Background: an optimization exercise with open tools, aiming at small area and a short achievable clock period. Do not read the settings as production practice.
At most, simulation tests tie the RTL to the original design; equivalence was not proved.
For runs 1 to 3, only the layout was checked, not whether the RTL still works.
Power and IR drop assume default switching activity.

[config.mk]
export PLATFORM = sky130hd
export DESIGN_NAME = bbox_top
export DESIGN_NICKNAME = bbox_top
export VERILOG_FILES = /design/flow/design.v
export SDC_FILE = /design/flow/constraint.sdc
export NUM_CORES = 4
export LEC_CHECK = 0
export CAP_MARGIN = 20
export CORE_MARGIN = 2
export CORE_UTILIZATION = 40
export SETUP_SLACK_MARGIN = 3.7
export SLEW_MARGIN = 20
[constraint.sdc]
create_clock -name core_clock -period 6.0 [get_ports {clk}]
set_input_delay 1.2000 -clock core_clock [delete_from_list [all_inputs] [get_ports {clk}]]
set_output_delay 1.2000 -clock core_clock [all_outputs]
set_load 0.01 [all_outputs]
[design.v]
module bbox_extent (
    input  logic [143:0] triangle,
    input  logic [47:0]  screen,
    input  logic [2:0]   grid,
    output logic [3:0]   ord_x,
    output logic [3:0]   ord_y,
    output logic         uclip_x,
    output logic         uclip_y,
    output logic         on_screen
);
    localparam integer SIGFIG = 24;
    localparam integer RADIX  = 10;
    function automatic logic gt_u(input logic [SIGFIG-1:0] a,
                                  input logic [SIGFIG-1:0] b);
        logic [31:0] g, l;
        g = {8'b0, a & ~b};
        l = {8'b0, ~a & b};
        for (int s = 1; s < 32; s = s * 2) begin
            for (int i = 0; i < 32; i = i + 2 * s) begin
                g[i] = g[i+s] | (~l[i+s] & g[i]);
                l[i] = l[i+s] | (~g[i+s] & l[i]);
            end
        end
        gt_u = g[0];
    endfunction
    function automatic logic gt_s(input logic [SIGFIG-1:0] a,
                                  input logic [SIGFIG-1:0] b);
        gt_s = gt_u({~a[SIGFIG-1], a[SIGFIG-2:0]}, {~b[SIGFIG-1], b[SIGFIG-2:0]});
    endfunction
    function automatic logic [SIGFIG-1:0] floor_g(input logic [SIGFIG-1:0] v,
                                                  input logic [2:0] g);
        floor_g = {v[SIGFIG-1:RADIX], v[RADIX-1:RADIX-3] & g, {(RADIX-3){1'b0}}};
    endfunction
    function automatic logic [6:0] axis(input logic [SIGFIG-1:0] a,
                                        input logic [SIGFIG-1:0] b,
                                        input logic [SIGFIG-1:0] c,
                                        input logic [SIGFIG-1:0] s,
                                        input logic [2:0] g);
        logic gt_a, gt_b, gt_c;
        axis[0] = !gt_s(a, b);
        axis[1] = !gt_s(a, c);
        axis[2] = !gt_s(b, c);
        axis[3] = a[SIGFIG-1] | b[SIGFIG-1] | c[SIGFIG-1];
        gt_a = gt_s(floor_g(a, g), s);
        gt_b = gt_s(floor_g(b, g), s);
        gt_c = gt_s(floor_g(c, g), s);
        axis[4] = gt_a | gt_b | gt_c;
        axis[5] = !(a[SIGFIG-1] & b[SIGFIG-1] & c[SIGFIG-1]);
        axis[6] = !(gt_a & gt_b & gt_c);
    endfunction
    logic [6:0] ax, ay;
    assign ax = axis(triangle[143:120], triangle[95:72], triangle[47:24], screen[47:24], grid);
    assign ay = axis(triangle[119:96],  triangle[71:48], triangle[23:0],  screen[23:0],  grid);
    assign ord_x     = ax[3:0];
    assign uclip_x   = ax[4];
    assign ord_y     = ay[3:0];
    assign uclip_y   = ay[4];
    assign on_screen = ax[5] & ax[6] & ay[5] & ay[6];
endmodule
module bbox_snap_clip (
    input  logic [143:0] triangle,
    input  logic [47:0]  screen,
    input  logic [2:0]   grid,
    input  logic [3:0]   ord_x,
    input  logic [3:0]   ord_y,
    input  logic         uclip_x,
    input  logic         uclip_y,
    output logic [95:0]  box
);
    localparam integer SIGFIG = 24;
    localparam integer RADIX  = 10;
    function automatic logic [SIGFIG-1:0] pick(input logic [2:0] sel,
                                               input logic [SIGFIG-1:0] a,
                                               input logic [SIGFIG-1:0] b,
                                               input logic [SIGFIG-1:0] c);
        pick = ({SIGFIG{sel[0]}} & a)
             | ({SIGFIG{sel[1]}} & b)
             | ({SIGFIG{sel[2]}} & c);
    endfunction
    function automatic logic [SIGFIG-1:0] floor_g(input logic [SIGFIG-1:0] v,
                                                  input logic [2:0] g);
        floor_g = {v[SIGFIG-1:RADIX], v[RADIX-1:RADIX-3] & g, {(RADIX-3){1'b0}}};
    endfunction
    function automatic logic [2:0] min_sel(input logic [3:0] o);
        min_sel[0] = !o[3] &  o[0] &  o[1];
        min_sel[1] = !o[3] & !o[0] &  o[2];
        min_sel[2] = !o[3] & !o[1] & !o[2];
    endfunction
    function automatic logic [2:0] max_sel(input logic [3:0] o);
        max_sel[0] = !o[0] & !o[1];
        max_sel[1] =  o[0] & !o[2];
        max_sel[2] =  o[1] &  o[2];
    endfunction
    logic [SIGFIG-1:0] lx, ly, ux, uy;
    assign lx = floor_g(pick(min_sel(ord_x), triangle[143:120], triangle[95:72], triangle[47:24]), grid);
    assign ly = floor_g(pick(min_sel(ord_y), triangle[119:96],  triangle[71:48], triangle[23:0]),  grid);
    assign ux = floor_g(pick(max_sel(ord_x), triangle[143:120], triangle[95:72], triangle[47:24]), grid);
    assign uy = floor_g(pick(max_sel(ord_y), triangle[119:96],  triangle[71:48], triangle[23:0]),  grid);
    assign box[95:72] = {1'b0, lx[SIGFIG-2:0]};
    assign box[71:48] = {1'b0, ly[SIGFIG-2:0]};
    assign box[47:24] = uclip_x ? screen[47:24] : ux;
    assign box[23:0]  = uclip_y ? screen[23:0]  : uy;
endmodule
module bbox_pipe #(
    parameter integer W = 144
) (
    input  logic         clk,
    input  logic         reset,
    input  logic         halt,
    input  logic [W-1:0] in_data,
    input  logic         in_valid,
    output logic [W-1:0] d0,
    output logic [W-1:0] d1,
    output logic [W-1:0] d2,
    output logic         v0
);
    always_ff @(posedge clk) begin
        if (!halt) begin
            d0 <= in_data;
            d1 <= d0;
            d2 <= d1;
        end
    end
    always_ff @(posedge clk) begin
        if (reset) begin
            v0 <= 1'b0;
        end else if (!halt) begin
            v0 <= in_valid;
        end
    end
endmodule
module bbox_top (
    input  logic         clk,
    input  logic         reset,
    input  logic [143:0] triangle,
    input  logic         tri_valid,
    input  logic [47:0]  screen,
    input  logic [3:0]   msaa,
    input  logic         halt,
    output logic         out_valid,
    output logic [143:0] out_triangle,
    output logic [95:0]  out_box
);
    logic [143:0] tri_s0, tri_s1, tri_s2;
    logic         v0, v1, v2;
    logic [2:0]   grid;
    always_comb begin
        case (msaa)
            4'b0100: grid = 3'b100;
            4'b0010: grid = 3'b110;
            4'b0001: grid = 3'b111;
            default: grid = 3'b000;
        endcase
    end
    bbox_pipe #(.W(144)) u_pipe (
        .clk      (clk),
        .reset    (reset),
        .halt     (halt),
        .in_data  (triangle),
        .in_valid (tri_valid),
        .d0       (tri_s0),
        .d1       (tri_s1),
        .d2       (tri_s2),
        .v0       (v0)
    );
    logic [3:0] ord_x_c, ord_y_c;
    logic       uclip_x_c, uclip_y_c, on_screen_c;
    bbox_extent u_extent (
        .triangle  (tri_s0),
        .screen    (screen),
        .grid      (grid),
        .ord_x     (ord_x_c),
        .ord_y     (ord_y_c),
        .uclip_x   (uclip_x_c),
        .uclip_y   (uclip_y_c),
        .on_screen (on_screen_c)
    );
    logic [3:0] ord_x, ord_y;
    logic       uclip_x, uclip_y;
    always_ff @(posedge clk) begin
        if (!halt) begin
            ord_x   <= ord_x_c;
            ord_y   <= ord_y_c;
            uclip_x <= uclip_x_c;
            uclip_y <= uclip_y_c;
        end
    end
    logic [95:0] box_c;
    logic [95:0] box;
    bbox_snap_clip u_snap_clip (
        .triangle (tri_s1),
        .screen   (screen),
        .grid     (grid),
        .ord_x    (ord_x),
        .ord_y    (ord_y),
        .uclip_x  (uclip_x),
        .uclip_y  (uclip_y),
        .box      (box_c)
    );
    always_ff @(posedge clk) begin
        if (!halt) begin
            box <= box_c;
        end
    end
    always_ff @(posedge clk) begin
        if (reset) begin
            v1 <= 1'b0;
            v2 <= 1'b0;
        end else if (!halt) begin
            v1 <= v0 & on_screen_c;
            v2 <= v1;
        end
    end
    assign out_valid    = v2;
    assign out_triangle = tri_s2;
    assign out_box      = box;
endmodule
[run.sh]
#!/bin/bash
# synth_recipe.tcl (not shown) runs the flow's synth.tcl, then flattens the netlist and writes it again
# the make line also repeats each setting of config.mk as NAME=value (left out here)
make -C /OpenROAD-flow-scripts/flow DESIGN_CONFIG=/design/flow/config.mk WORK_HOME=/design/flow/orfs CLKGATE_MAP_FILE= SYNTH_SCRIPT=/design/flow/synth_recipe.tcl finish
==> results by group, run 1 <==
Critical path
  • Slowest cell on the critical path: maj3_2
  • Peak fanout along the critical path: 5
  • Cell Chain, Critical Path: buf_12 -> nor4b_4 -> buf_4 -> a32o_1 -> a32oi_1 -> maj3_2 -> maj3_2 -> a311o_1 -> maj3_2 -> o31ai_4 -> a31oi_2 -> o21ba_1
  • Startpoint types: input pin
  • Buf/Inv on CP: 2
  • RR Startpoint: u_pipe.d0[120]
  • Worst path depth: 12
  • R2r endpoint: ord_x[0]
  • Required time of the critical path: 6.49 ns
  • Cell family with most CP delay: compound AO/OA/AOI/OAI gates
  • Most used cell, CP: maj3_2
  • Flop-to-flop setup slack: 2.79 ns
  • Cells on worst reg2reg path: 10
  • CP max stage delay: 0.35 ns
  • Critical path class: input pin to register
  • Crit. End Element: register
  • Worst EP arrival: 3.81 ns

Layout
  • Fraction of layout cells with a size suffix above 1: 24.1%
  • Cell area after layout: 28500 µm²
  • Layout net count: 2171
  • P&R area growth vs syn: 31.1%

Floorplanning
  • Core ar.: 53800 µm²
  • I/O pin total: 441
  • Die extent in x: 237 µm
  • FP Rows: 85
  • Die ar.: 56200 µm²
  • Die Ht: 237 µm
  • Starting Density: 40.4%

STA
  • Measured slew at the worst slew-check pin: 1.03 ns
  • Fin crit share: 55.3%
  • RSZ-0062 raised after global routing: true
  • Endpoints failing hold: 0
  • Slew Limit Fails: 0
  • Max Clock Freq: 301 MHz
  • Clock Skew: 0.0117 ns
  • Worst rel slew slack: 31.3%
  • Min Tclk post-route: 3.32 ns
  • Setup TNS: 0 ns
  • # setup viols final: 0

Routing
  • Final ANT Viol Nets: 0
  • Via-to-Cell Ratio: 5.48
  • Drc violations: 0
  • DR vias: 14.8k
  • Starting DRC count in detailed routing: 1500
  • Final wirelength: 62800 µm
  • Avg WL per Cell: 23.2 µm
  • Drt pass-1 iters: 8

Clock tree
  • CTS Sinks: 525
  • Max Buffers Root-to-Sink: 3
  • Skew-Pair Late Insertion Delay: 0.60 ns
  • Clock-pin slew on the worst setup and hold paths: 0.06 ns
  • CTS tree: yes
  • Root buf cell: clkbuf_16
  • CTS buffer count: 54
  • H-Tree Depth: 2

Pwr
  • Static leakage: 10.7 nW
  • Power per cell area: 322 nW/µm²
  • Max VDD drop: 0.225 mV

Place
  • DP Area: 26900 µm²
  • Global placement routability congestion: 0.891
  • IO buf count: 424
  • DP Wirelength: 44100 µm

Hold path
  • Hold path endpoint: u_pipe.d2[99]
  • Hold Path Stages: 0
  • Hold Crit Start: u_pipe.d1[99]
  • Hold crit path type: register to register

Synth
  • Synth cell types: 56
  • Warnings from Yosys: 4
  • Register area share after synthesis: 72.4%
  • Synth Flop Type: edfxtp_1
  • Post-Syn Instances: 1473
  • Number of synthesized register bits: 525
  • Synth async-reset ratio: 0%
  • Post-Syn Area: 21700 µm²
  • Number of synthesized flops with an enable pin: 522
  • Synth Area per Inst: 14.8 µm²

Global routing
  • First-pass GRT wire length: 91600 µm
  • Largest net degree at the start of global routing: 176
  • Grt ovf: 0
  • Gr usage total: 21.7%
  • Vias in the first global route: 14.6k
  • Initial antenna violation count: 17

Run status
  • Status: no timing/DRC/antenna violations

Run
  • Max-cap check violation count: 0
[registers in the layout, indices dropped and copies added (netlist names)]
name and flops:
uclip_x 1, u_pipe.v0 1, v1 1, u_pipe.d1 144, u_pipe.d2 144, uclip_y 1
ord_y 4, u_pipe.d0 144, out_box 80, ord_x 4, v2 1
[per-layer routing]
layer  vias up  routed length, µm  global-route usage [%]
li1       6774                  -                       -
met3       122               5940                    6.13
met5         -                126                       0
met2       641              29100                    34.5
met1      7289              25900                    28.8
met4        18               1730                    7.51
[cell families (layout without fill, tap and decap cells)]
group,Yosys count,count (layout),synth area share (%)
fa+ha+maj,116,116,5.39
buf+inv,198,723,3.70
other cells,1,18,0.0172
mux,16,16,0.737
xor+xnor,2,2,0.150
simple gates,238,238,5.39
compound gates,377,377,12.3
flops,525,525,72.4
[area by class of cell]
| cell class | instances | area [µm²] |
|---|---|---|
| Timing Repair Buffer | 473 | 3760 |
| Inverter | 151 | 577 |
| Fill cell | 4610 | 25300 |
| Tap cell | 696 | 871 |
| Sequential cell | 525 | 15700 |
| Antenna cell | 2 | 5.00 |
| Clock buffer | 63 | 1450 |
| Timing Repair inverter | 1 | 5.00 |
| Clock inverter | 35 | 395 |
| Multi-Input combinational cell | 765 | 5710 |
[worst max path at each step]
stage	end	startpoint	slack [ns]
after floorplan	ord_x[0]	halt	-3.34
after global placement	v1	msaa[2]	1.26
after detailed placement	v1	msaa[0]	1.17
after CTS	v1	msaa[1]	2.64
after global routing	v1	msaa[1]	2.62
final	v1	msaa[1]	2.68
[repair_timing]
item	CTS	global route
resized for setup	1061	50
setup endpoints to repair	747	549
pin swaps	52	21
hold buffers	0	0
buffers inserted	26	6
cloned	2	2
[metrics by stage]
step / total power [mW] / hold slack [ns] / instances / worst slack (ns) / util [%]
2_1_floorplan: 5.20 / 0.400 / 1488 / -3.34 / -
3_3_place_gp: 5.76 / 0.401 / 2574 / 1.26 / 50.0
3_5_place_dp: 5.77 / 0.405 / 2574 / 1.17 / 50.0
4_1_cts: 9.23 / 0.415 / 2700 / 2.64 / 52.5
5_1_grt: 9.52 / 0.424 / 2711 / 2.62 / 53.0
6_report: 9.17 / 0.413 / 2711 / 2.68 / 53.0
[placed cells by master, fill, tap and decap left out, types with 19 or more instances in the layout]
master	netlist	final
buf_2	1	199
edfxtp_1	522	522
nor2_1	66	64
o22ai_1	28	28
maj3_1	108	78
a222oi_1	59	59
clkdlybuf4s50_1	0	176
buf_4	16	44
o21ai_0	68	58
clkbuf_16	0	59
nand2_1	64	64
buf_6	0	33
a22o_1	19	19
nand2b_1	24	21
nor2b_1	24	22
a21oi_1	82	77
maj3_2	8	38
inv_1	151	139
[report_power, final]
group	leakage (nW)	total [mW]	switching, mW	internal, mW
logic	4.65	1.11	0.608	0.503
clock network	0.895	3.47	1.40	2.07
registers	5.15	4.59	0.228	4.36
[synthesized netlist by cell type, drive strengths merged, types with 2 or more instances]
| cell type | instances | area share (%) |
|---|---|---|
| nand2b | 24 | 0.69 |
| a211o | 2 | 0.081 |
| o22ai | 28 | 0.81 |
| nand3 | 9 | 0.21 |
| nor2 | 66 | 1.1 |
| nand2 | 64 | 1.1 |
| or3 | 2 | 0.063 |
| o221ai | 10 | 0.40 |
| a22o | 19 | 0.77 |
| o2111ai | 9 | 0.36 |
| maj3 | 116 | 5.4 |
| nand3b | 2 | 0.069 |
| a222oi | 59 | 2.7 |
| o2bb2ai | 2 | 0.081 |
| o21a | 2 | 0.069 |
| nor2b | 24 | 0.69 |
| nor3b | 5 | 0.17 |
| o211ai | 7 | 0.24 |
| nor4 | 2 | 0.058 |
| mux2i | 16 | 0.74 |
| nand4 | 11 | 0.32 |
| o211a | 2 | 0.092 |
| buf | 17 | 0.58 |
| and2 | 17 | 0.49 |
| a21oi | 82 | 1.9 |
| a31oi | 12 | 0.35 |
| o31ai | 10 | 0.41 |
| o21ai | 68 | 1.6 |
| inv | 151 | 2.6 |
| dfxtp | 3 | 0.28 |
| a32oi | 4 | 0.16 |
| a311oi | 2 | 0.081 |
| a221oi | 10 | 0.40 |
| nor3 | 9 | 0.21 |
| edfxtp | 522 | 72 |
| a211oi | 21 | 0.73 |
| clkbuf | 30 | 0.52 |
| xor2 | 2 | 0.15 |
| a22oi | 15 | 0.52 |
| a2111oi | 6 | 0.24 |
==> inputs of run 2 (changes only) <==
==> flow/run.sh (new file) <==
#!/bin/bash
set -o pipefail
export BUFFER_PORTS_ARGS="-buffer_cell sky130_fd_sc_hd__buf_2"
bash standard.sh > standard.log 2>&1
==> standard.sh (new file) <==
#!/bin/bash
# synth_recipe.tcl (not shown) runs the flow's synth.tcl, then flattens the netlist and writes it again
# the make line also repeats each setting of config.mk as NAME=value (left out here)
make -C /OpenROAD-flow-scripts/flow DESIGN_CONFIG=/design/flow/config.mk WORK_HOME=/design/flow/orfs CLKGATE_MAP_FILE= SYNTH_SCRIPT=/design/flow/synth_recipe.tcl "${@:-finish}"
removed: run.sh
==> run 2 against run 1 <==
  * Still clean on timing, DRC and antenna
  * Area after synthesis stayed put
  * First-iteration DRC count is 5.9% higher
  * Count of clock-buffer cells in the layout is 9 higher
  * Critical path depth stayed put
  * Synthesized cell count stayed put
  * Cell area is 3.9% lower
  * Non-clock buffer count is 13 lower
  * Critical endpoint unchanged
  * Largest cell class unchanged
==> results by group, run 2 <==
Synth
  • Synth cell count leaders: edfxtp_1, inv_1, maj3_1, a21oi_1, o21ai_0
  • Synth Flop Type: edfxtp_1
  • Synth Area per Inst: 14.8 µm² (unchanged)
  • Synth cell types: 56 (unchanged)
  • Post-synth top area share: 72.1% (unchanged)
  • Most common cell in the netlist: edfxtp_1
  • Top cells by area, synth: edfxtp_1, maj3_1, a222oi_1, inv_1, a21oi_1
  • Largest area contributor in the netlist: edfxtp_1
  • Register area share after synthesis: 72.4% (unchanged)
  • Post-Syn Area: 21700 µm² (unchanged)
  • Synth async-reset ratio: 0% (unchanged)
  • Post-Syn Instances: 1473 (unchanged)
  • Number of synthesized flops with an enable pin: 522 (unchanged)
  • Warnings from Yosys: 4 (unchanged)
  • Number of synthesized register bits: 525 (unchanged)

Clock tree
  • CTS buffer count: 55 (+1.9%)
  • Skew-Pair Late Insertion Delay: 0.62 ns (+0.02 ns)
  • Max Buffers Root-to-Sink: 3 (unchanged)
  • CTS Sinks: 525 (unchanged)
  • Root buf cell: clkbuf_16
  • CTS tree: yes
  • Clock-pin slew on the worst setup and hold paths: 0.06 ns (about the same)
  • H-Tree Depth: 2 (unchanged)
  • # hold bufs at CTS: 0 (unchanged)

Global routing
  • Largest net degree at the start of global routing: 175 (-0.57%)
  • Grt ovf: 0 (unchanged)
  • Initial antenna violation count: 18 (+1)
  • Vias in the first global route: 14.3k (-1.9%)
  • Gr usage total: 21.4% (-0.36 points)
  • First-pass GRT wire length: 89700 µm (-2.1%)

Critical path
  • Worst Setup SP: msaa[2]
  • Cells on worst reg2reg path: 10 (unchanged)
  • Crit. End Element: register
  • R2r endpoint: ord_x[0]
  • Critical path class: input pin to register
  • Startpoint types: input pin
  • Flop-to-flop setup slack: 2.77 ns (-0.02 ns)
  • RR Startpoint: u_pipe.d0[120]
  • Peak fanout along the critical path: 4 (-1)
  • Worst EP arrival: 3.78 ns (-0.03 ns)
  • Required time of the critical path: 6.50 ns (about the same)

Pwr
  • Max VDD drop: 0.220 mV (-2.3%)
  • Static leakage: 10.6 nW (-1.3%)
  • Power per cell area: 333 nW/µm² (+3.7%)

STA
  • Slew Limit Fails: 0 (unchanged)
  • Fin crit share: 54.8% (-0.55 points)
  • Min Tclk post-route: 3.29 ns (-0.0329 ns)
  • Endpoints failing hold: 0 (unchanged)
  • Clock Skew: 0.0242 ns (+0.0125 ns)
  • Measured slew at the worst slew-check pin: 1.12 ns (+0.0933 ns)
  • Max Clock Freq: 304 MHz (+1.0%)
  • Worst rel slew slack: 25.0% (-6.2 points)
  • Hold_ws: 0.409 ns (-0.00469 ns)
  • # setup viols final: 0 (unchanged)
  • RSZ-0062 raised after global routing: true

Layout
  • Fraction of layout cells with a size suffix above 1: 32.3% (+8.2 points)
  • Commonest non-fill, non-tap cell in the layout: edfxtp_1
  • FF+latch area: 15700 µm² (unchanged)
  • Most frequent cells in the layout: edfxtp_1, buf_2, inv_1
  • P&R area growth vs syn: 26.1%
  • Layout net count: 2159 (-0.55%)
  • Util after Layout: 50.9% (-2.0 points)
  • # fillers: 4655 (+0.98%)
  • Cell area after layout: 27400 µm² (-3.9%)
  • Combined area of the multi-input logic cells: 5690 µm² (-0.42%)
  • Top Registers: u_pipe.d0: 144 flops, u_pipe.d1: 144 flops, u_pipe.d2: 144 flops

Floorplanning
  • Core ar.: 53800 µm² (unchanged)
  • Die extent in x: 237 µm (unchanged)
  • Die Ht: 237 µm (unchanged)
  • FP Rows: 85 (unchanged)
  • Starting Density: 40.4% (unchanged)
  • I/O pin total: 441 (unchanged)
  • Die ar.: 56200 µm² (unchanged)

Routing
  • Drt pass-1 iters: 7 (-1)
  • Starting DRC count in detailed routing: 1589 (+5.9%)
  • DR vias: 14.9k (+0.13%)
  • Via-to-Cell Ratio: 5.48 (+0.16%)
  • Final ANT Viol Nets: 0 (unchanged)
  • Final wirelength: 61900 µm (-1.5%)
  • Drc violations: 0 (unchanged)
  • Avg WL per Cell: 22.8 µm (-1.5%)

Hold path
  • Hold crit path type: register to register
  • Hold path endpoint: u_pipe.d2[0]
  • Hold Path Stages: 0 (unchanged)
  • Hold Crit Start: u_pipe.d1[0]

Place
  • IO buf count: 424 (unchanged)
  • DP Area: 24800 µm² (-7.9%)
  • Global placement routability congestion: 0.910 (+2.1%)
  • DP Wirelength: 44100 µm (about the same)

Run status
  • Status: no timing/DRC/antenna violations

Run
  • Max-cap check violation count: 0 (unchanged)
run 2: layout make-up:
cell class                 instances  area share [%]
timing repair inverter             1          0.0183
clock buffer                      72            5.25
inverter                         151            2.09
clock inverter                    32            1.50
tap                              696            3.18
multi-input combinational        765            20.8
sequential                       525            57.4
timing repair buffer             460            9.73
antenna                            8          0.0730
run 2: report_power, final:
| group | switching, mW | internal (mW) |
|---|---|---|
| sequential | 0.227 | 4.36 |
| combinational | 0.608 | 0.429 |
| clock | 1.43 | 2.08 |
| total | 2.27 | 6.88 |
run 2: critical path, stage by stage:
cell	delay (ns)
buf_12	0.11
nor4b_4	0.31
buf_4	0.16
a32oi_1	0.09
maj3_2	0.36
buf_6	0.12
o211a_1	0.20
a311o_1	0.31
maj3_2	0.36
o31ai_4	0.25
a31oi_4	0.13
o21ba_1	0.18
run 2: cells by family after synthesis:
family / synth area share [%]
flip-flops: 72.4
AO/OA/AOI/OAI: 12.3
buffers and inverters: 3.70
multiplexers: 0.737
XOR/XNOR: 0.150
other: 0.0172
AND/OR/NAND/NOR: 5.39
adder cells (fa/ha/maj): 5.39
run 2: repair_timing:
action | CTS | global route
setup buffers | 16 | 5
resized for setup | 89 | 49
gates cloned | 0 | 1
pin swaps | 49 | 29
setup endpoints to repair | 407 | 573
run 2: metal layers:
metal  vias to the layer above  part of all wire (%)  global-route usage [%]
met2                       698                    46                    33.3
met5                         -                  0.18                       0
met4                        18                   2.3                    6.16
met3                       122                   9.8                    6.00
li1                       6758                     -                       -
met1                      7267                    42                    29.3
run 2: worst max path at each step:
stage                           to  slack, ns  cells past startpoint
after floorplan           ord_x[0]      -3.34                      1
after global placement          v1       1.89                     11
after detailed placement        v1       1.82                     11
after CTS                       v1       2.65                     11
after global routing            v1       2.64                     12
final                           v1       2.71                     12
run 2: through the flow:
stage	TNS [ns]	total power [mW]	cells	setup WS, ns
after CTS	0	9.19	2694	2.65
final	0	9.14	2710	2.71
after detailed placement	0	5.61	2574	1.82
after global routing	0	9.48	2706	2.64
after global placement	0	5.59	2574	1.89
after floorplan	-1744.01	5.20	1488	-3.34
==> inputs of run 3 (changes only) <==
--- a/config.mk
+++ b/config.mk
@@ -5,8 +5,11 @@
 export SDC_FILE = /design/flow/constraint.sdc
 export NUM_CORES = 4
 export LEC_CHECK = 0
+export ABC_AREA = 1
 export CAP_MARGIN = 20
 export CORE_MARGIN = 2
 export CORE_UTILIZATION = 40
+export CTS_CLUSTER_DIAMETER = 100
+export CTS_CLUSTER_SIZE = 24
 export SETUP_SLACK_MARGIN = 3.7
 export SLEW_MARGIN = 20
==> run 3 against run 2 <==
  * Still clean
  * Highest routed layer unchanged
  * Global-route usage grew 0.27 points
  * Count of clock-buffer cells in the layout shrank 27
  * Non-clock buffer count is 12 lower
  * Critical path type is now register to output port
  * Worst hold slack gained 0.0052 ns
  * Setup slack improved by 0.81 ns
  * Synthesized cell count grew 32%
  * Routed wire length grew 6.0%
==> results by group, run 3 <==
STA
  • RSZ-0062 raised after global routing: true
  • Min Tclk post-route: 2.47 ns (-0.813 ns)
  • Slew Limit Fails: 0 (unchanged)
  • Max Clock Freq: 404 MHz (+33%)
  • Clock Skew: 0.0334 ns (+0.00923 ns)
  • Hold_ws: 0.414 ns (+0.00521 ns)
  • Setup TNS: 0 ns (unchanged)
  • Measured slew at the worst slew-check pin: 0.901 ns (-0.223 ns)
  • Endpoints failing hold: 0 (unchanged)
  • Fin crit share: 41.2% (-14 points)
  • Worst rel slew slack: 39.8% (+15 points)
  • # setup viols final: 0 (unchanged)

Layout
  • Layout net count: 2593 (+20%)
  • P&R area growth vs syn: 20.0%
  • # fillers: 5085 (+9.2%)
  • Util after Layout: 48.7% (-2.3 points)
  • Top Registers: u_pipe.d0: 144 flops, u_pipe.d1: 144 flops, u_pipe.d2: 144 flops
  • Fraction of layout cells with a size suffix above 1: 22.1% (-10 points)
  • Commonest non-fill, non-tap cell in the layout: edfxtp_1
  • Cell area after layout: 26900 µm² (-1.8%)
  • Most frequent cells in the layout: edfxtp_1, buf_2, inv_1

Run status
  • Status: no timing/DRC/antenna violations

Critical path
  • Cell family with most CP delay: flip-flops
  • Startpoint types: register
  • Crit. End Element: output port
  • Peak fanout along the critical path: 1 (-3)
  • Cell Chain, Critical Path: buf_6
  • Buf/Inv on CP: 1 (-2)
  • Worst EP arrival: 1.27 ns (-2.51 ns)
  • CP max stage delay: 0.50 ns (+0.14 ns)
  • Critical path class: register to output port
  • Slowest cell on the critical path: edfxtp_1
  • Required time of the critical path: 4.80 ns (-1.70 ns)

Global routing
  • First-pass GRT wire length: 93700 µm (+4.5%)
  • Largest net degree at the start of global routing: 206 (+18%)
  • Grt ovf: 0 (unchanged)
  • Gr usage total: 21.6% (+0.27 points)
  • Vias in the first global route: 15.8k (+10%)
  • Initial antenna violation count: 13 (-5)

Clock tree
  • CTS buffer count: 27 (-51%)
  • H-Tree Depth: 1 (-1)
  • Clock-pin slew on the worst setup and hold paths: 0.10 ns (+0.04 ns)
  • Skew-Pair Late Insertion Delay: 0.61 ns (about the same)
  • CTS tree: yes
  • CTS Sinks: 525 (unchanged)
  • Root buf cell: clkbuf_16
  • Max Buffers Root-to-Sink: 3 (unchanged)

Run
  • Max-cap check violation count: 0 (unchanged)

Synth
  • Post-Syn Area: 22400 µm² (+3.2%)
  • Top cells by area, synth: edfxtp_1, inv_1, nand2_1, nor2_1, o21ai_0
  • Synth cell types: 41 (-27%)
  • Register area share after synthesis: 70.1% (-2.2 points)
  • Synth Area per Inst: 11.5 µm² (-22%)
  • Synth cell count leaders: edfxtp_1, inv_1, nand2_1, nor2_1, o21ai_0
  • Post-synth top area share: 69.9% (-2.2 points)
  • Number of synthesized flops with an enable pin: 522 (unchanged)
  • Post-Syn Instances: 1944 (+32%)
  • Warnings from Yosys: 4 (unchanged)
  • Largest area contributor in the netlist: edfxtp_1
  • Synth Flop Type: edfxtp_1
  • Synth async-reset ratio: 0% (unchanged)
  • Most common cell in the netlist: edfxtp_1
  • Number of synthesized register bits: 525 (unchanged)

Routing
  • Drt pass-1 iters: 6 (-1)
  • Max layer used: met5
  • Starting DRC count in detailed routing: 1238 (-22%)
  • Wl on met1: 26400 µm (+2.2%)
  • Routed met2 length: 32600 µm (+15%)
  • Final wirelength: 65600 µm (+6.0%)
  • DR vias: 16.5k (+11%)
  • Via-to-Cell Ratio: 5.20 (-5.3%)
  • WL met3: 4740 µm (-22%)
  • Avg WL per Cell: 20.7 µm (-9.3%)
  • Drc violations: 0 (unchanged)
  • Final ANT Viol Nets: 0 (unchanged)

Pwr
  • Power per cell area: 286 nW/µm² (-14%)
  • Static leakage: 11.0 nW (+4.1%)
  • Power consumption: 7.69 mW (-16%)
  • Max VDD drop: 0.224 mV (+1.7%)

Floorplanning
  • Die extent in x: 241 µm (+1.5%)
  • I/O pin total: 441 (unchanged)
  • Core ar.: 55300 µm² (+2.8%)
  • Die Ht: 241 µm (+1.5%)
  • FP Rows: 86 (+1.2%)
  • Die ar.: 58000 µm² (+3.1%)
  • Starting Density: 40.6% (+0.15 points)

Place
  • IO buf count: 424 (unchanged)
  • Global placement routability congestion: 0.879 (-3.3%)
  • DP Area: 25500 µm² (+2.8%)
  • DP Wirelength: 48200 µm (+9.3%)

Hold path
  • Hold crit path type: register to register
## run 3: changes by cell type after synthesis, moves of 52 or more
cell,previous run,this run
a222oi_1,59,0
inv_1,151,310
maj3_1,108,0
nand2_1,64,259
nand3_1,9,61
nor2_1,66,210
o21ai_0,68,150
## run 3: path summary, 6_finish.rpt
path | from | end | slack (ns) | cells after the start
max reg2reg | ord_y[2] | out_box[15] | 3.75 | 5
max | out_box[34] | out_box[34] | 3.53 | 1
min | u_pipe.d1[74] | u_pipe.d2[74] | 0.41 | 0
min reg2reg | u_pipe.d1[74] | u_pipe.d2[74] | 0.41 | 0
## run 3: stage by stage
stage,instances,worst slack (ns)
floorplan,1959,-3.36
global placement,3100,2.98
detailed placement,3100,2.95
CTS,3157,3.47
global route,3167,3.51
finish,3168,3.53
## run 3: area by class of cell
| cell class | instances | area (µm²) | share of cell area (%) |
|---|---|---|---|
| multi-input combinational | 1076 | 5520 | 20.5 |
| clock inverter | 4 | 53.8 | 0.200 |
| inverter | 315 | 1220 | 4.55 |
| antenna | 7 | 17.5 | 0.0651 |
| tap | 748 | 936 | 3.48 |
| sequential | 525 | 15700 | 58.5 |
| clock buffer | 45 | 753 | 2.80 |
| timing repair buffer | 448 | 2670 | 9.94 |
## run 3: repair_timing
action | in CTS | in global routing
setup buffers | 7 | 3
hold buffers | 0 | 0
gates resized for setup | 54 | 73
endpoints found under the setup margin | 442 | 541
gates cloned | 1 | 1
pin swaps | 6 | 19
## run 3: logic make-up after synthesis
kind of cell           after synthesis  synth area share [%]
flip-flops                         525                  70.1
AO/OA/AOI/OAI                      448                  12.2
buffers and inverters              358                  6.30
AND/OR/NAND/NOR                    612                  11.3
other                                1                0.0167
## run 3: routing by layer
metal	track usage [%]	up-vias
met2	37.7	575
met4	5.97	12
met5	0	-
li1	-	7792
met3	4.76	100
met1	27.2	7980
## run 3: report_power, final
group	switching [mW]	internal, mW	leakage [nW]	total, mW
logic	0.713	0.380	5.44	1.09
registers	0.201	4.35	5.15	4.55
clock network	1.17	0.882	0.386	2.05
==> inputs of run 4 (changes only) <==
--- a/design.v
+++ b/design.v
@@ -143,14 +143,20 @@
 );
     logic [143:0] tri_s0, tri_s1, tri_s2;
     logic         v0, v1, v2;
+    logic [47:0]  scr;
     logic [2:0]   grid;
+    logic [2:0]   grid_in;
     always_comb begin
         case (msaa)
-            4'b0100: grid = 3'b100;
-            4'b0010: grid = 3'b110;
-            4'b0001: grid = 3'b111;
-            default: grid = 3'b000;
+            4'b0100: grid_in = 3'b100;
+            4'b0010: grid_in = 3'b110;
+            4'b0001: grid_in = 3'b111;
+            default: grid_in = 3'b000;
         endcase
+    end
+    always_ff @(posedge clk) begin
+        scr  <= screen;
+        grid <= grid_in;
     end
     bbox_pipe #(.W(144)) u_pipe (
         .clk      (clk),
@@ -167,7 +173,7 @@
     logic       uclip_x_c, uclip_y_c, on_screen_c;
     bbox_extent u_extent (
         .triangle  (tri_s0),
-        .screen    (screen),
+        .screen    (scr),
         .grid      (grid),
         .ord_x     (ord_x_c),
         .ord_y     (ord_y_c),
@@ -189,7 +195,7 @@
     logic [95:0] box;
     bbox_snap_clip u_snap_clip (
         .triangle (tri_s1),
-        .screen   (screen),
+        .screen   (scr),
         .grid     (grid),
         .ord_x    (ord_x),
         .ord_y    (ord_y),
==> config.mk (replaced) <==
export PLATFORM = sky130hd
export DESIGN_NAME = bbox_top
export DESIGN_NICKNAME = bbox_top
export VERILOG_FILES = /design/flow/design.v
export SDC_FILE = /design/flow/constraint.sdc
export NUM_CORES = 4
export LEC_CHECK = 0
export CAP_MARGIN = 20
export CORE_MARGIN = 2
export CORE_UTILIZATION = 40
export SETUP_SLACK_MARGIN = 3.7
export SLEW_MARGIN = 20
==> run 4 against run 3 <==
  * Utilization grew 2.2 points
  * Setup slack lost 0.19 ns
  * Worst hold slack gained 0.0028 ns
  * Clock power grew 76%
  * Cell count shrank 9.8%
  * Non-clock buffer count grew 19
  * Sequential power grew 9.0%
  * Critical endpoint is now ord_x[0]
==> results by group, run 4 <==
Run status
  • Status: no timing/DRC/antenna violations

Floorplanning
  • FP Rows: 87 (+1.2%)
  • Die ar.: 59200 µm² (+2.2%)
  • Die Ht: 243 µm (+1.1%)
  • Core ar.: 56500 µm² (+2.1%)
  • Die extent in x: 243 µm (+1.1%)
  • Starting Density: 40.6% (about the same)
  • I/O pin total: 441 (unchanged)

Global routing
  • Vias in the first global route: 15.0k (-4.8%)
  • Gr usage total: 20.6% (-0.98 points)
  • Grt ovf: 0 (unchanged)
  • Largest net degree at the start of global routing: 199 (-3.4%)
  • First-pass GRT wire length: 92200 µm (-1.7%)
  • Initial antenna violation count: 3 (-10)

Pwr
  • Switching power total: 2.37 mW (+14%)
  • Power per cell area: 335 nW/µm² (+17%)
  • Max VDD drop: 0.230 mV (+2.9%)
  • Int Power: 7.25 mW (+29%)
  • Switch share: 24.6% (-2.4 points)
  • Static leakage: 11.1 nW (+1.4%)
  • Power consumption: 9.62 mW (+25%)
  • Sequential share of power: 51.6% (-7.6 points)
  • Logic gate share of total power: 10.9% (-3.3 points)
  • Clock Power Share: 37.5% (+11 points)

Critical path
  • Critical path class: register to register
  • Worst EP arrival: 3.16 ns (+1.89 ns)
  • Most used cell, CP: maj3_2
  • Required time of the critical path: 6.49 ns (+1.69 ns)
  • CP max stage delay: 0.44 ns (-0.06 ns)
  • Startpoint types: register
  • Crit. End Element: register
  • Slowest cell on the critical path: edfxtp_1
  • Cell family with most CP delay: adder cells
  • Peak fanout along the critical path: 4 (+3)
  • Cell Chain, Critical Path: nand2b_4 -> maj3_2 -> maj3_2 -> maj3_2 -> maj3_2 -> maj3_2 -> o22ai_2 -> a211o_1 -> or3_1
  • Buf/Inv on CP: 0 (-1)

Synth
  • Number of synthesized register bits: 576 (+9.7%)
  • Synth cell count leaders: edfxtp_1, inv_1, maj3_1, nand2_1, a21oi_1
  • Synth async-reset ratio: 0% (unchanged)
  • Most common cell in the netlist: edfxtp_1
  • Post-synth top area share: 68.4% (-1.5 points)
  • Warnings from Yosys: 4 (unchanged)
  • Synth cell types: 67 (+63%)
  • Synth Flop Type: edfxtp_1
  • Register area share after synthesis: 73.1% (+2.9 points)
  • Post-Syn Instances: 1554 (-20%)
  • Top cells by area, synth: edfxtp_1, maj3_1, dfxtp_1, inv_1, a222oi_1
  • Number of synthesized flops with an enable pin: 522 (unchanged)
  • Synth Area per Inst: 14.8 µm² (+28%)
  • Post-Syn Area: 22900 µm² (+2.2%)
  • Largest area contributor in the netlist: edfxtp_1

Routing
  • DR vias: 15.3k (-7.1%)
  • Final ANT Viol Nets: 0 (unchanged)
  • Via-to-Cell Ratio: 5.35 (+3.0%)
  • Starting DRC count in detailed routing: 1374 (+11%)
  • Final wirelength: 63500 µm (-3.2%)
  • Avg WL per Cell: 22.2 µm (+7.4%)
  • Drt pass-1 iters: 7 (+1)
  • Drc violations: 0 (unchanged)

STA
  • # setup viols final: 0 (unchanged)
  • Hold_ws: 0.417 ns (+0.00281 ns)
  • RSZ-0062 raised after global routing: true
  • Clock Skew: 0.0228 ns (-0.0106 ns)
  • Endpoints failing hold: 0 (unchanged)
  • Max Clock Freq: 375 MHz (-7.2%)
  • Measured slew at the worst slew-check pin: 1.11 ns (+0.210 ns)
  • Min Tclk post-route: 2.67 ns (+0.192 ns)
  • Slew Limit Fails: 0 (unchanged)
  • Fin crit share: 44.4% (+3.2 points)
  • Worst rel slew slack: 25.9% (-14 points)

Layout
  • Fraction of layout cells with a size suffix above 1: 32.0% (+9.9 points)
  • # fillers: 4822 (-5.2%)
  • Layout net count: 2248 (-13%)
  • Most frequent cells in the layout: edfxtp_1, buf_2, inv_1
  • FF+latch area: 16800 µm² (+6.6%)
  • Top Registers: u_pipe.d0: 144 flops, u_pipe.d1: 144 flops, u_pipe.d2: 144 flops
  • Commonest non-fill, non-tap cell in the layout: edfxtp_1
  • Combined area of the multi-input logic cells: 5870 µm² (+6.4%)
  • P&R area growth vs syn: 25.4%

Place
  • Global placement routability congestion: 0.927 (+5.4%)
  • IO buf count: 424 (unchanged)
  • DP Wirelength: 44900 µm (-6.9%)

Clock tree
  • Skew-Pair Late Insertion Delay: 0.62 ns (about the same)
  • Max Buffers Root-to-Sink: 3 (unchanged)
  • CTS Sinks: 576 (+9.7%)
  • Clock-pin slew on the worst setup and hold paths: 0.06 ns (-0.04 ns)
  • CTS buffer count: 59 (+120%)
  • Root buf cell: clkbuf_16
  • # hold bufs at CTS: 0 (unchanged)
  • CTS tree: yes
  • H-Tree Depth: 2 (+1)

Hold path
  • Hold crit path type: register to register

Run
  • Max-cap check violation count: 0 (unchanged)
## run 4: cells by family after synthesis
group	share of synthesized area, %
other	0.0164
and+or+nand+nor	6.38
buffers and inverters	3.45
muxes	0.699
AOI/OAI and AO/OA	10.8
DFF	73.1
adders and majority gates	5.47
xor gates and xnor gates	0.0764
## run 4: final cells by class
| class | instances | area share [%] |
|---|---|---|
| inverter | 144 | 1.89 |
| timing repair buffer | 467 | 9.29 |
| multi-input combinational | 799 | 20.4 |
| clock inverter | 29 | 0.866 |
| clock buffer | 81 | 5.85 |
| tap | 756 | 3.29 |
| antenna | 3 | 0.0261 |
| sequential | 576 | 58.3 |
| timing repair inverter | 1 | 0.0174 |
## run 4: power by group through the flow
stage          clock network, mW  logic (mW)  registers [mW]
2_1_floorplan                  0       0.520            5.05
3_3_place_gp                   0       0.930            5.03
3_5_place_dp                   0       0.939            5.04
4_1_cts                     3.69        1.02            4.96
5_1_grt                     3.85        1.13            5.00
6_report                    3.60        1.05            4.96
## run 4: routing by layer
| metal | part of all wire (%) | global-route usage [%] | up-vias | wire length [µm] |
|---|---|---|---|---|
| met4 | 3.2 | 7.04 | 0 | 2010 |
| met3 | 8.3 | 4.79 | 118 | 5290 |
| met2 | 49 | 34.6 | 669 | 31400 |
| li1 | - | - | 6964 | - |
| met1 | 39 | 26.3 | 7534 | 24800 |
| met5 | 0 | 0 | - | 0 |
## run 4: worst paths after layout
kind | startpoint | end | slack [ns] | depth (start not counted)
worst max register to register | u_pipe.d0[136] | ord_x[0] | 3.33 | 9
worst min register to register | u_pipe.d1[98] | u_pipe.d2[98] | 0.42 | 0
worst min-delay path | u_pipe.d1[98] | u_pipe.d2[98] | 0.42 | 0
worst max-delay path | u_pipe.d0[136] | ord_x[0] | 3.33 | 9
## run 4: metrics by stage
step,instance area (µm²),worst slack [ns],setup TNS [ns],util [%],instances
4_1_cts,28500,3.31,0,50.4,2845
5_1_grt,28700,3.25,0,50.9,2855
3_3_place_gp,26000,2.09,0,46.0,2712
6_report,28700,3.33,0,50.9,2856
3_5_place_dp,26000,2.01,0,46.0,2712
2_1_floorplan,23000,-3.32,-1735.38,-,1569
## run 4: repair_timing
action / CTS / global route
resized for setup: 113 / 43
pin swaps: 39 / 30
setup endpoints to repair: 734 / 497
hold endpoints to repair: 0 / 0
cloned: 1 / 1
buffers inserted: 22 / 6
==> inputs of run 5 (changes only) <==
--- a/config.mk
+++ b/config.mk
@@ -8,5 +8,7 @@
 export CAP_MARGIN = 20
 export CORE_MARGIN = 2
 export CORE_UTILIZATION = 40
+export CTS_CLUSTER_DIAMETER = 100
+export CTS_CLUSTER_SIZE = 30
 export SETUP_SLACK_MARGIN = 3.7
 export SLEW_MARGIN = 20
==> run 5 against run 4 <==
  * Still clean on timing, DRC and antenna
  * Combinational power is essentially flat
  * Cell count is 2.0% lower
  * Clock skew decreased by 0.0044 ns
  * Sequential power is essentially flat
  * Die area unchanged
  * Critical path type unchanged
==> results by group, run 5 <==
Routing
  • Via-to-Cell Ratio: 5.38 (+0.43%)
  • Drt pass-1 iters: 6 (-1)
  • Drc violations: 0 (unchanged)
  • Final ANT Viol Nets: 0 (unchanged)
  • DR vias: 15.0k (-1.6%)
  • Starting DRC count in detailed routing: 1376 (+0.15%)
  • Final wirelength: 62500 µm (-1.6%)
  • Avg WL per Cell: 22.3 µm (+0.45%)

STA
  • Fin crit share: 45.0% (+0.54 points)
  • Clock Skew: 0.0184 ns (-0.00437 ns)
  • RSZ-0062 raised after global routing: true
  • Setup TNS: 0 ns (unchanged)
  • # setup viols final: 0 (unchanged)
  • Slew Limit Fails: 0 (unchanged)
  • Measured slew at the worst slew-check pin: 1.09 ns (-0.0252 ns)
  • Worst rel slew slack: 27.6% (+1.7 points)
  • Min Tclk post-route: 2.70 ns (+0.0327 ns)
  • Endpoints failing hold: 0 (unchanged)
  • Max Clock Freq: 370 MHz (-1.2%)

Layout
  • Commonest non-fill, non-tap cell in the layout: edfxtp_1
  • Fraction of layout cells with a size suffix above 1: 30.2% (-1.8 points)
  • Layout net count: 2222 (-1.2%)
  • Post-Layout Cell Count: 2799 (-2.0%)
  • P&R area growth vs syn: 20.5%
  • Most frequent cells in the layout: edfxtp_1, buf_2, inv_1
  • Top Registers: u_pipe.d0: 144 flops, u_pipe.d1: 144 flops, u_pipe.d2: 144 flops

Synth
  • Largest area contributor in the netlist: edfxtp_1
  • Number of synthesized register bits: 576 (unchanged)
  • Number of synthesized flops with an enable pin: 522 (unchanged)
  • Synth async-reset ratio: 0% (unchanged)
  • Post-Syn Area: 22900 µm² (unchanged)
  • Register area share after synthesis: 73.1% (unchanged)
  • Most common cell in the netlist: edfxtp_1
  • Post-synth top area share: 68.4% (unchanged)
  • Synth Area per Inst: 14.8 µm² (unchanged)
  • Synth Flop Type: edfxtp_1
  • Synth cell types: 67 (unchanged)
  • Synth cell count leaders: edfxtp_1, inv_1, maj3_1, nand2_1, a21oi_1
  • Warnings from Yosys: 4 (unchanged)
  • Top cells by area, synth: edfxtp_1, maj3_1, dfxtp_1, inv_1, a222oi_1
  • Post-Syn Instances: 1554 (unchanged)

Hold path
  • Hold crit path type: register to register
  • Hold path endpoint: u_pipe.d2[125]
  • Hold Crit Start: u_pipe.d1[125]
  • Hold Path Stages: 0 (unchanged)

Floorplanning
  • Die Ht: 243 µm (unchanged)
  • Die extent in x: 243 µm (unchanged)
  • FP Rows: 87 (unchanged)
  • Core ar.: 56500 µm² (unchanged)
  • I/O pin total: 441 (unchanged)
  • Die ar.: 59200 µm² (unchanged)
  • Starting Density: 40.6% (unchanged)

Pwr
  • Logic gate share of total power: 13.1% (+2.2 points)
  • Sequential share of power: 61.3% (+9.7 points)
  • Static leakage: 10.6 nW (-5.0%)
  • Clock Power Share: 25.6% (-12 points)
  • Max VDD drop: 0.214 mV (-7.0%)
  • Switching power total: 2.10 mW (-11%)
  • Power per cell area: 292 nW/µm² (-13%)
  • Int Power: 5.98 mW (-18%)
  • Switch share: 26.0% (+1.4 points)

Clock tree
  • H-Tree Depth: 1 (-1)
  • Skew-Pair Late Insertion Delay: 0.59 ns (-0.03 ns)
  • CTS tree: yes
  • Max Buffers Root-to-Sink: 3 (unchanged)
  • # hold bufs at CTS: 0 (unchanged)
  • CTS buffer count: 25 (-58%)
  • CTS Sinks: 576 (unchanged)
  • Root buf cell: clkbuf_16
  • Clock-pin slew on the worst setup and hold paths: 0.11 ns (+0.05 ns)

Critical path
  • Worst EP arrival: 3.16 ns (about the same)
  • Most used cell, CP: maj3_1
  • Required time of the critical path: 6.46 ns (-0.03 ns)
  • Cell Chain, Critical Path: inv_2 -> nor2_1 -> maj3_1 -> maj3_2 -> maj3_1 -> or3_4 -> a2111oi_1 -> or3_1
  • R2r endpoint: ord_x[0]
  • Cells on worst reg2reg path: 8 (-1)
  • Crit. End Element: register
  • Critical path class: register to register
  • Startpoint types: register
  • Slowest cell on the critical path: edfxtp_1
  • RR Startpoint: u_pipe.d0[136]
  • Peak fanout along the critical path: 4 (unchanged)
  • Buf/Inv on CP: 1 (+1)
  • Flop-to-flop setup slack: 3.30 ns (-0.03 ns)
  • CP max stage delay: 0.46 ns (+0.02 ns)
  • Cell family with most CP delay: adder cells

Global routing
  • Grt ovf: 0 (unchanged)
  • Gr usage total: 20.1% (-0.50 points)
  • Initial antenna violation count: 3 (unchanged)
  • Vias in the first global route: 14.6k (-2.8%)
  • First-pass GRT wire length: 90300 µm (-2.1%)
  • Largest net degree at the start of global routing: 199 (unchanged)

Place
  • DP Wirelength: 44900 µm (unchanged)
  • Global placement routability congestion: 0.927 (unchanged)
  • DP Cell Count: 2712 (unchanged)
  • IO buf count: 424 (unchanged)

Run status
  • Status: no timing/DRC/antenna violations

Run
  • Max-cap check violation count: 0 (unchanged)
==> run 5: changes by cell type in the layout (fill, tap and decap cells not counted), sizes merged <==
cell,before,now
clkinvlp,4,2
inv,147,145
bufinv,3,0
clkinv,20,6
buf,466,474
clkbuf,82,38
==> run 5: worst max-delay path by stage <==
| stage | startpoint | end | slack [ns] | depth (start not counted) |
|---|---|---|---|---|
| after floorplan | halt | ord_x[0] | -3.32 | 1 |
| after global placement | halt | u_pipe.d2[132] | 2.09 | 4 |
| after detailed placement | halt | u_pipe.d2[36] | 2.01 | 4 |
| after CTS | u_pipe.d0[136] | ord_x[0] | 3.27 | 9 |
| after global routing | u_pipe.d0[136] | ord_x[0] | 3.21 | 9 |
| final | u_pipe.d0[136] | ord_x[0] | 3.30 | 8 |
==> run 5: worst register-to-register path: stages (launching register included) <==
cell and delay (ns):
edfxtp_1 0.46, inv_2 0.11, nor2_1 0.05, maj3_1 0.36
maj3_2 0.32, maj3_1 0.40, or3_4 0.42, a2111oi_1 0.29
or3_1 0.16
==> run 5: per-stage QoR <==
stage / util (%) / total power, mW / worst slack [ns] / hold slack (ns) / instance area [µm²]
after floorplan: - / 5.57 / -3.32 / 0.400 / 23000
after global placement: 46.0 / 5.96 / 2.09 / 0.402 / 26000
after detailed placement: 46.0 / 5.98 / 2.01 / 0.405 / 26000
after CTS: 48.3 / 8.11 / 3.27 / 0.428 / 27300
after global routing: 48.9 / 8.40 / 3.21 / 0.439 / 27600
final: 48.9 / 8.08 / 3.30 / 0.430 / 27600
==> run 5: what timing repair did <==
action                                  4_1_cts  5_1_grt
cloned                                        1        1
endpoints found under the setup margin      734      493
hold endpoints to repair                      0        0
buffers inserted                             20       16
pin swaps                                    42       27
resized for setup                           112       42
==> run 5: cells by family after synthesis <==
| logic type | count (synthesis) | synth area share (%) |
|---|---|---|
| AO/OA/AOI/OAI | 351 | 10.8 |
| XOR/XNOR | 2 | 0.0764 |
| adder cells (fa/ha/maj) | 124 | 5.47 |
| buffers and inverters | 194 | 3.45 |
| flip-flops | 576 | 73.1 |
| multiplexers | 16 | 0.699 |
| other | 1 | 0.0164 |
| AND/OR/NAND/NOR | 290 | 6.38 |
==> run 5: power groups by stage <==
stage | clock, mW | combinational (mW) | sequential, mW
4_1_cts | 2.14 | 1.02 | 4.95
3_3_place_gp | 0 | 0.930 | 5.03
6_report | 2.07 | 1.06 | 4.95
3_5_place_dp | 0 | 0.939 | 5.04
2_1_floorplan | 0 | 0.520 | 5.05
5_1_grt | 2.27 | 1.14 | 4.99
==> run 5: routing by layer <==
metal	up-vias	global-route usage [%]	routed length, µm
met3	94	3.49	4670
met2	631	34.3	31100
li1	6877	-	-
met4	0	6.17	1790
met1	7443	26.3	24900
met5	-	0	0
==> run 5: layout make-up <==
cell class                 instances  area (µm²)
timing repair inverter             1        5.00
inverter                         144         544
antenna                            3        7.51
timing repair buffer             475        2730
tap                              756         946
clock inverter                     8         104
multi-input combinational        799        5850
fill                            4937       28900
clock buffer                      37         671
sequential                       576       16800
==> inputs of run 6 (changes only) <==
--- a/config.mk
+++ b/config.mk
@@ -5,10 +5,11 @@
 export SDC_FILE = /design/flow/constraint.sdc
 export NUM_CORES = 4
 export LEC_CHECK = 0
+export ABC_AREA = 1
 export CAP_MARGIN = 20
 export CORE_MARGIN = 2
 export CORE_UTILIZATION = 40
 export CTS_CLUSTER_DIAMETER = 100
-export CTS_CLUSTER_SIZE = 30
+export CTS_CLUSTER_SIZE = 24
 export SETUP_SLACK_MARGIN = 3.7
 export SLEW_MARGIN = 20
==> run 6 against run 5 <==
  * Still clean
  * Setup slack better by 0.17 ns
  * Count of clock-buffer cells in the layout is 12 higher
  * Sequential share of layout area is 0.64 points lower
  * Die area is 3.3% higher
  * Critical path type is now register to output port
==> results by group, run 6 <==
Run status
  • Status: no timing/DRC/antenna violations

Synth
  • Number of synthesized flops with an enable pin: 522 (unchanged)
  • Synth Area per Inst: 11.4 µm² (-23%)
  • Number of synthesized register bits: 576 (unchanged)
  • Post-Syn Instances: 2075 (+34%)
  • Synth async-reset ratio: 0% (unchanged)
  • Top cells by area, synth: edfxtp_1, nand2_1, inv_1, dfxtp_1, nor2_1
  • Synth cell count leaders: edfxtp_1, nand2_1, inv_1, nor2_1, o21ai_0
  • Synth cell types: 49 (-27%)
  • Post-synth top area share: 66.1% (-2.2 points)
  • Most common cell in the netlist: edfxtp_1
  • Post-Syn Area: 23700 µm² (+3.4%)
  • Synth Flop Type: edfxtp_1
  • Largest area contributor in the netlist: edfxtp_1
  • Register area share after synthesis: 70.7% (-2.4 points)
  • Warnings from Yosys: 4 (unchanged)

Global routing
  • Initial antenna violation count: 7 (+4)
  • Gr usage total: 20.9% (+0.74 points)
  • Largest net degree at the start of global routing: 118 (-41%)
  • Grt ovf: 0 (unchanged)
  • Vias in the first global route: 16.2k (+11%)
  • First-pass GRT wire length: 96200 µm (+6.6%)

STA
  • Measured slew at the worst slew-check pin: 1.13 ns (+0.0490 ns)
  • Clock Skew: 0.0477 ns (+0.0293 ns)
  • Final setup margin: 3.47 ns (+0.166 ns)
  • RSZ-0062 raised after global routing: true
  • Worst rel slew slack: 24.3% (-3.3 points)
  • Endpoints failing hold: 0 (unchanged)
  • Slew Limit Fails: 0 (unchanged)
  • Fin crit share: 42.2% (-2.8 points)
  • Min Tclk post-route: 2.53 ns (-0.166 ns)
  • # setup viols final: 0 (unchanged)
  • Max Clock Freq: 395 MHz (+6.6%)

Floorplanning
  • Die ar.: 61200 µm² (+3.3%)
  • Die extent in x: 247 µm (+1.7%)
  • Starting Density: 40.3% (-0.26 points)
  • Core ar.: 58800 µm² (+4.1%)
  • I/O pin total: 441 (unchanged)
  • Die Ht: 247 µm (+1.7%)
  • FP Rows: 89 (+2.3%)

Place
  • Global placement routability congestion: 0.869 (-6.2%)
  • Dpl ws: 2.51 ns (+0.497 ns)
  • DP Wirelength: 48600 µm (+8.3%)
  • IO buf count: 424 (unchanged)

Routing
  • Avg WL per Cell: 20.0 µm (-11%)
  • Final wirelength: 66300 µm (+6.0%)
  • DR vias: 17.0k (+13%)
  • Via-to-Cell Ratio: 5.12 (-4.7%)
  • Final ANT Viol Nets: 0 (unchanged)
  • Starting DRC count in detailed routing: 1314 (-4.5%)
  • Drc violations: 0 (unchanged)
  • Drt pass-1 iters: 6 (unchanged)

Layout
  • # fillers: 5411 (+9.6%)
  • Layout net count: 2720 (+22%)
  • Commonest non-fill, non-tap cell in the layout: edfxtp_1
  • Top Registers: u_pipe.d0: 144 flops, u_pipe.d1: 144 flops, u_pipe.d2: 144 flops
  • Fraction of layout cells with a size suffix above 1: 19.9% (-10 points)
  • P&R area growth vs syn: 17.7%
  • Most frequent cells in the layout: edfxtp_1, buf_2, nand2_1

Clock tree
  • Skew-Pair Late Insertion Delay: 0.64 ns (+0.05 ns)
  • CTS tree: yes
  • CTS Sinks: 576 (unchanged)
  • H-Tree Depth: 1 (unchanged)
  • Root buf cell: clkbuf_16
  • Clock-pin slew on the worst setup and hold paths: 0.11 ns (about the same)
  • CTS buffer count: 29 (+16%)
  • Max Buffers Root-to-Sink: 3 (unchanged)

Critical path
  • Cell Chain, Critical Path: buf_2
  • Peak fanout along the critical path: 1 (-3)
  • CP max stage delay: 0.50 ns (+0.04 ns)
  • Crit. End Element: output port
  • Required time of the critical path: 4.80 ns (-1.66 ns)
  • Cell family with most CP delay: flip-flops
  • Buf/Inv on CP: 1 (unchanged)
  • RR Startpoint: u_pipe.d0[59]
  • Startpoint types: register
  • Slowest cell on the critical path: edfxtp_1
  • Critical path class: register to output port
  • Worst EP arrival: 1.33 ns (-1.83 ns)
  • Worst Setup SP: u_pipe.d2[105]

Pwr
  • Power per cell area: 294 nW/µm² (+0.48%)
  • Static leakage: 11.6 nW (+9.7%)
  • Max VDD drop: 0.237 mV (+11%)
  • Power consumption: 8.20 mW (+1.5%)

Run
  • Max-cap check violation count: 0 (unchanged)

Hold path
  • Hold crit path type: register to register
  • Hold Crit Start: u_pipe.d1[51]
[run 6: cell types whose count changed in the layout (fill, tap and decap cells not counted), moves of 42 or more]
cell and change:
a222oi_1 -51, inv_1 +166, maj3_1 -90, nand2_1 +290, nand3_1 +72, nor2_1 +159, nor2b_1 -42, o21ai_0 +61
[run 6: power breakdown]
group / internal [mW] / leakage (nW) / switching, mW
Clock: 0.936 / 0.411 / 1.27
Combinational: 0.370 / 5.62 / 0.683
Sequential: 4.71 / 5.58 / 0.235
[run 6: final cells by class]
class	instances	area (µm²)	share of cell area (%)
Sequential cell	576	16800	60.1
Multi-Input combinational cell	1162	5630	20.2
Timing Repair Buffer	439	2500	8.96
Inverter	311	1170	4.21
Tap cell	773	967	3.47
Clock buffer	49	801	2.87
Clock inverter	5	66.3	0.238
Timing Repair inverter	1	5.00	0.0179
Antenna cell	2	5.00	0.0179
[run 6: stage by stage]
step | hold WS (ns) | setup TNS [ns] | area (µm²) | std cells | utilization (%)
finish | 0.408 | 0 | 27900 | 3318 | 47.5
detailed placement | 0.405 | 0 | 26700 | 3257 | 45.5
CTS | 0.413 | 0 | 27700 | 3313 | 47.1
floorplan | 0.400 | -1758.66 | 23800 | 2090 | -
global route | 0.424 | 0 | 27900 | 3317 | 47.5
global placement | 0.403 | 0 | 26700 | 3257 | 45.5
[run 6: metal layers]
metal	wire length, µm	track usage [%]	part of all wire, %	vias up
li1	-	-	-	8110
met1	26700	26.6	40	8207
met2	33200	36.8	50	582
met3	4900	3.96	7.4	85
met4	1370	4.95	2.1	8
met5	59	0	0.089	-
[run 6: worst paths after layout]
path,cells past startpoint,to,slack (ns)
worst max register to register,9,ord_y[2],3.76
worst max-delay path,1,out_triangle[105],3.47
worst min-delay path,0,u_pipe.d2[51],0.41
worst min register to register,0,u_pipe.d2[51],0.41
[run 6: cell families after synthesis]
family	count (synthesis)	share of synthesized area, %
compound gates	402	10.6
fa+ha+maj	1	0.0422
flops	576	70.7
other cells	1	0.0158
simple gates	743	12.7
buf+inv	352	5.91
[run 6: timing repair]
action	CTS	global route
gates cloned	2	2
buffers inserted	0	1
resized for setup	25	34
hold buffers	0	0
setup endpoints to repair	567	437
==> inputs of run 7 (changes only) <==
--- a/config.mk
+++ b/config.mk
@@ -8,7 +8,7 @@
 export ABC_AREA = 1
 export CAP_MARGIN = 20
 export CORE_MARGIN = 2
-export CORE_UTILIZATION = 40
+export CORE_UTILIZATION = 60
 export CTS_CLUSTER_DIAMETER = 100
 export CTS_CLUSTER_SIZE = 24
 export SETUP_SLACK_MARGIN = 3.7
==> run 7 against run 6 <==
  * Synthesized cell count did not move
  * Count of clock-buffer cells in the layout stayed put
  * Sequential power hardly changed
  * Cell area shrank 2.1%
  * Clock power shrank 8%
  * Clock skew shrank 0.030 ns
  * Critical path type unchanged
  * Largest cell class unchanged
  * Highest routed layer unchanged
==> results by group, run 7 <==
STA
  • Setup TNS: 0 ns (unchanged)
  • Final setup margin: 3.53 ns (+0.0633 ns)
  • # setup viols final: 0 (unchanged)
  • Endpoints failing hold: 0 (unchanged)
  • Fin crit share: 41.2% (-1.1 points)
  • Hold_ws: 0.425 ns (+0.0170 ns)
  • Worst rel slew slack: 34.9% (+11 points)
  • Min Tclk post-route: 2.47 ns (-0.0633 ns)
  • RSZ-0062 raised after global routing: true
  • Max Clock Freq: 405 MHz (+2.6%)
  • Measured slew at the worst slew-check pin: 0.972 ns (-0.162 ns)
  • Clock Skew: 0.0175 ns (-0.0303 ns)
  • Slew Limit Fails: 0 (unchanged)

Critical path
  • Critical path class: register to output port
  • Worst EP arrival: 1.27 ns (-0.06 ns)
  • Crit. End Element: output port
  • Cell family with most CP delay: flip-flops
  • Cells on worst reg2reg path: 5 (-4)
  • Flop-to-flop setup slack: 3.83 ns (+0.07 ns)
  • Cell Chain, Critical Path: buf_2
  • R2r endpoint: out_box[17]
  • RR Startpoint: ord_y[0]
  • Slowest cell on the critical path: edfxtp_1
  • Startpoint types: register
  • Peak fanout along the critical path: 1 (unchanged)
  • CP max stage delay: 0.48 ns (-0.02 ns)
  • Buf/Inv on CP: 1 (unchanged)
  • Required time of the critical path: 4.80 ns (about the same)

Layout
  • P&R area growth vs syn: 15.3%
  • Layout net count: 2715 (-0.18%)
  • Commonest non-fill, non-tap cell in the layout: edfxtp_1
  • Fraction of layout cells with a size suffix above 1: 19.4% (-0.41 points)
  • Post-Layout Cell Count: 3058 (-7.8%)
  • Top Registers: u_pipe.d0: 144 flops, u_pipe.d1: 144 flops, u_pipe.d2: 144 flops
  • Most frequent cells in the layout: edfxtp_1, buf_2, nand2_1

Clock tree
  • Skew-Pair Late Insertion Delay: 0.59 ns (-0.05 ns)
  • Max Buffers Root-to-Sink: 3 (unchanged)
  • H-Tree Depth: 1 (unchanged)
  • Clock-pin slew on the worst setup and hold paths: 0.10 ns (about the same)
  • CTS buffer count: 27 (-6.9%)
  • Root buf cell: clkbuf_16
  • CTS Sinks: 576 (unchanged)
  • # hold bufs at CTS: 0 (unchanged)
  • Setup Buffers After CTS: 0 (unchanged)
  • CTS tree: yes

Global routing
  • Vias in the first global route: 16.0k (-1.2%)
  • Gr usage total: 28.1% (+7.2 points)
  • Largest net degree at the start of global routing: 119 (+0.85%)
  • First-pass GRT wire length: 88200 µm (-8.3%)
  • Initial antenna violation count: 8 (+1)
  • Grt ovf: 0 (unchanged)

Synth
  • Synth Flop Type: edfxtp_1
  • Most common cell in the netlist: edfxtp_1
  • Synth async-reset ratio: 0% (unchanged)
  • Number of synthesized flops with an enable pin: 522 (unchanged)
  • Largest area contributor in the netlist: edfxtp_1
  • Post-synth top area share: 66.1% (unchanged)
  • Synth cell types: 49 (unchanged)
  • Number of synthesized register bits: 576 (unchanged)
  • Post-Syn Area: 23700 µm² (unchanged)
  • Register area share after synthesis: 70.7% (unchanged)
  • Synth Area per Inst: 11.4 µm² (unchanged)
  • Top cells by area, synth: edfxtp_1, nand2_1, inv_1, dfxtp_1, nor2_1
  • Synth cell count leaders: edfxtp_1, nand2_1, inv_1, nor2_1, o21ai_0
  • Warnings from Yosys: 4 (unchanged)
  • Post-Syn Instances: 2075 (unchanged)

Floorplanning
  • Starting Density: 61.1% (+21 points)
  • Die ar.: 41100 µm² (-33%)
  • Die Ht: 203 µm (-18%)
  • I/O pin total: 441 (unchanged)
  • Core ar.: 38800 µm² (-34%)
  • FP Rows: 72 (-19%)
  • Die extent in x: 203 µm (-18%)

Run status
  • Status: no timing/DRC/antenna violations

Place
  • Dpl ws: 2.80 ns (+0.290 ns)
  • DP Cell Count: 3002 (-7.8%)
  • DP Wirelength: 43300 µm (-11%)
  • IO buf count: 424 (unchanged)
  • Global placement routability congestion: 0.920 (+5.8%)

Routing
  • Via-to-Cell Ratio: 5.58 (+8.9%)
  • Final wirelength: 59100 µm (-11%)
  • Final ANT Viol Nets: 0 (unchanged)
  • Drt pass-1 iters: 5 (-1)
  • Starting DRC count in detailed routing: 1579 (+20%)
  • DR vias: 17.1k (+0.38%)
  • Drc violations: 0 (unchanged)
  • Avg WL per Cell: 19.3 µm (-3.3%)

Pwr
  • Power per cell area: 292 nW/µm² (-0.58%)
  • Static leakage: 11.5 nW (-0.94%)
  • Power consumption: 7.98 mW (-2.7%)
  • Max VDD drop: 0.245 mV (+3.5%)

Hold path
  • Hold Crit Start: u_pipe.d1[76]
  • Hold crit path type: register to register
  • Hold path endpoint: u_pipe.d2[76]
  • Hold Path Stages: 0 (unchanged)

Run
  • Max-cap check violation count: 0 (unchanged)
run 7: repair_timing:
item	in CTS	in global routing
endpoints found under the setup margin	738	237
cloned	1	0
resized for setup	13	17
run 7: cell families (layout without fill, tap and decap cells):
logic type,Yosys count,after routing,synth area share [%]
fa+ha+maj,1,1,0.0422
other cells,1,21,0.0158
compound gates,402,402,10.6
flops,576,576,70.7
simple gates,743,743,12.7
buf+inv,352,797,5.91
run 7: final cells by class:
class,instances,area (µm²)
Multi-Input combinational cell,1162,5640
Antenna cell,5,12.5
Sequential cell,576,16800
Inverter,311,1170
Clock buffer,49,758
Timing Repair inverter,1,5.00
Tap cell,518,648
Timing Repair Buffer,436,2340
Fill cell,2864,11500
run 7: power by group:
group	switching [mW]	leakage, nW	total (mW)	internal [mW]
registers	0.228	5.58	4.93	4.71
logic	0.660	5.56	1.02	0.358
clock network	1.17	0.359	2.03	0.859
total	2.06	11.5	7.98	5.92
run 7: routing by layer:
metal  wire length [µm]  vias up  track usage [%]
met1              23700     8041             37.8
met3               4860      103             4.54
met4               1720        4             8.73
met2              28800      810             47.6
li1                   -     8099                -
met5                 30        -                0
run 7: through the flow:
stage               area (µm²)  util, %
global placement         26400     68.1
CTS                      27200     70.2
detailed placement       26400     68.1
global route             27300     70.4
floorplan                23800        -
finish                   27300     70.4
run 7: how the worst max path moves through the flow:
stage,from,to,cells after the start,slack (ns)
floorplan,halt,ord_x[0],1,-3.36
global placement,halt,u_pipe.d1[64],3,2.85
detailed placement,halt,u_pipe.d1[64],3,2.80
CTS,out_box[11],out_box[11],1,3.52
global route,out_box[11],out_box[11],1,3.51
finish,out_box[59],out_box[59],1,3.53

## separate check: timing with driven ports
How much do the figures lean on ideal ports? The routed layouts below were timed once more, with nothing changed but the port constraints. Step 1, drivers: a clkbuf_16 drives clk and a buf_2 each remaining input, both assumed. Step 2 adds t to the input delays and takes it off the output delays; t is the mean of the earliest and latest rising clock arrival at the registers after step 1. Input paths then give back, and output paths get back, about the clock's delay inside the block. a / b / c = no drivers / after step 1 / after step 2; a / b = the first two.
run | t, ns | slack for setup (ns) | latest minus earliest clock arrival (ns) | worst data-port slew with drivers (ns) | cell pins on the clock port's net
run 1 | 0.653 | 2.679 / 2.631 / 1.978 | 0.017 / 0.016 | 0.13 | 1
run 2 | 0.663 | 2.712 / 2.685 / 2.022 | 0.031 / 0.031 | 0.11 | 1
run 3 | 0.651 | 3.525 / 3.467 / 2.962 | 0.040 / 0.041 | 0.16 | 1
run 4 | 0.665 | 3.333 / 3.333 / 3.260 | 0.023 / 0.023 | 0.10 | 1
run 5 | 0.639 | 3.301 / 3.301 / 3.264 | 0.021 / 0.021 | 0.08 | 1
run 6 | 0.669 | 3.467 / 3.408 / 3.206 | 0.051 / 0.050 | 0.13 | 1
run 7 | 0.647 | 3.530 / 3.471 / 3.150 | 0.029 / 0.028 | 0.10 | 1
After both steps setup and hold are still met in every run listed. The setup slack of run 1, which loses most, moves by -0.048 ns with the drivers and by -0.701 ns with both steps.
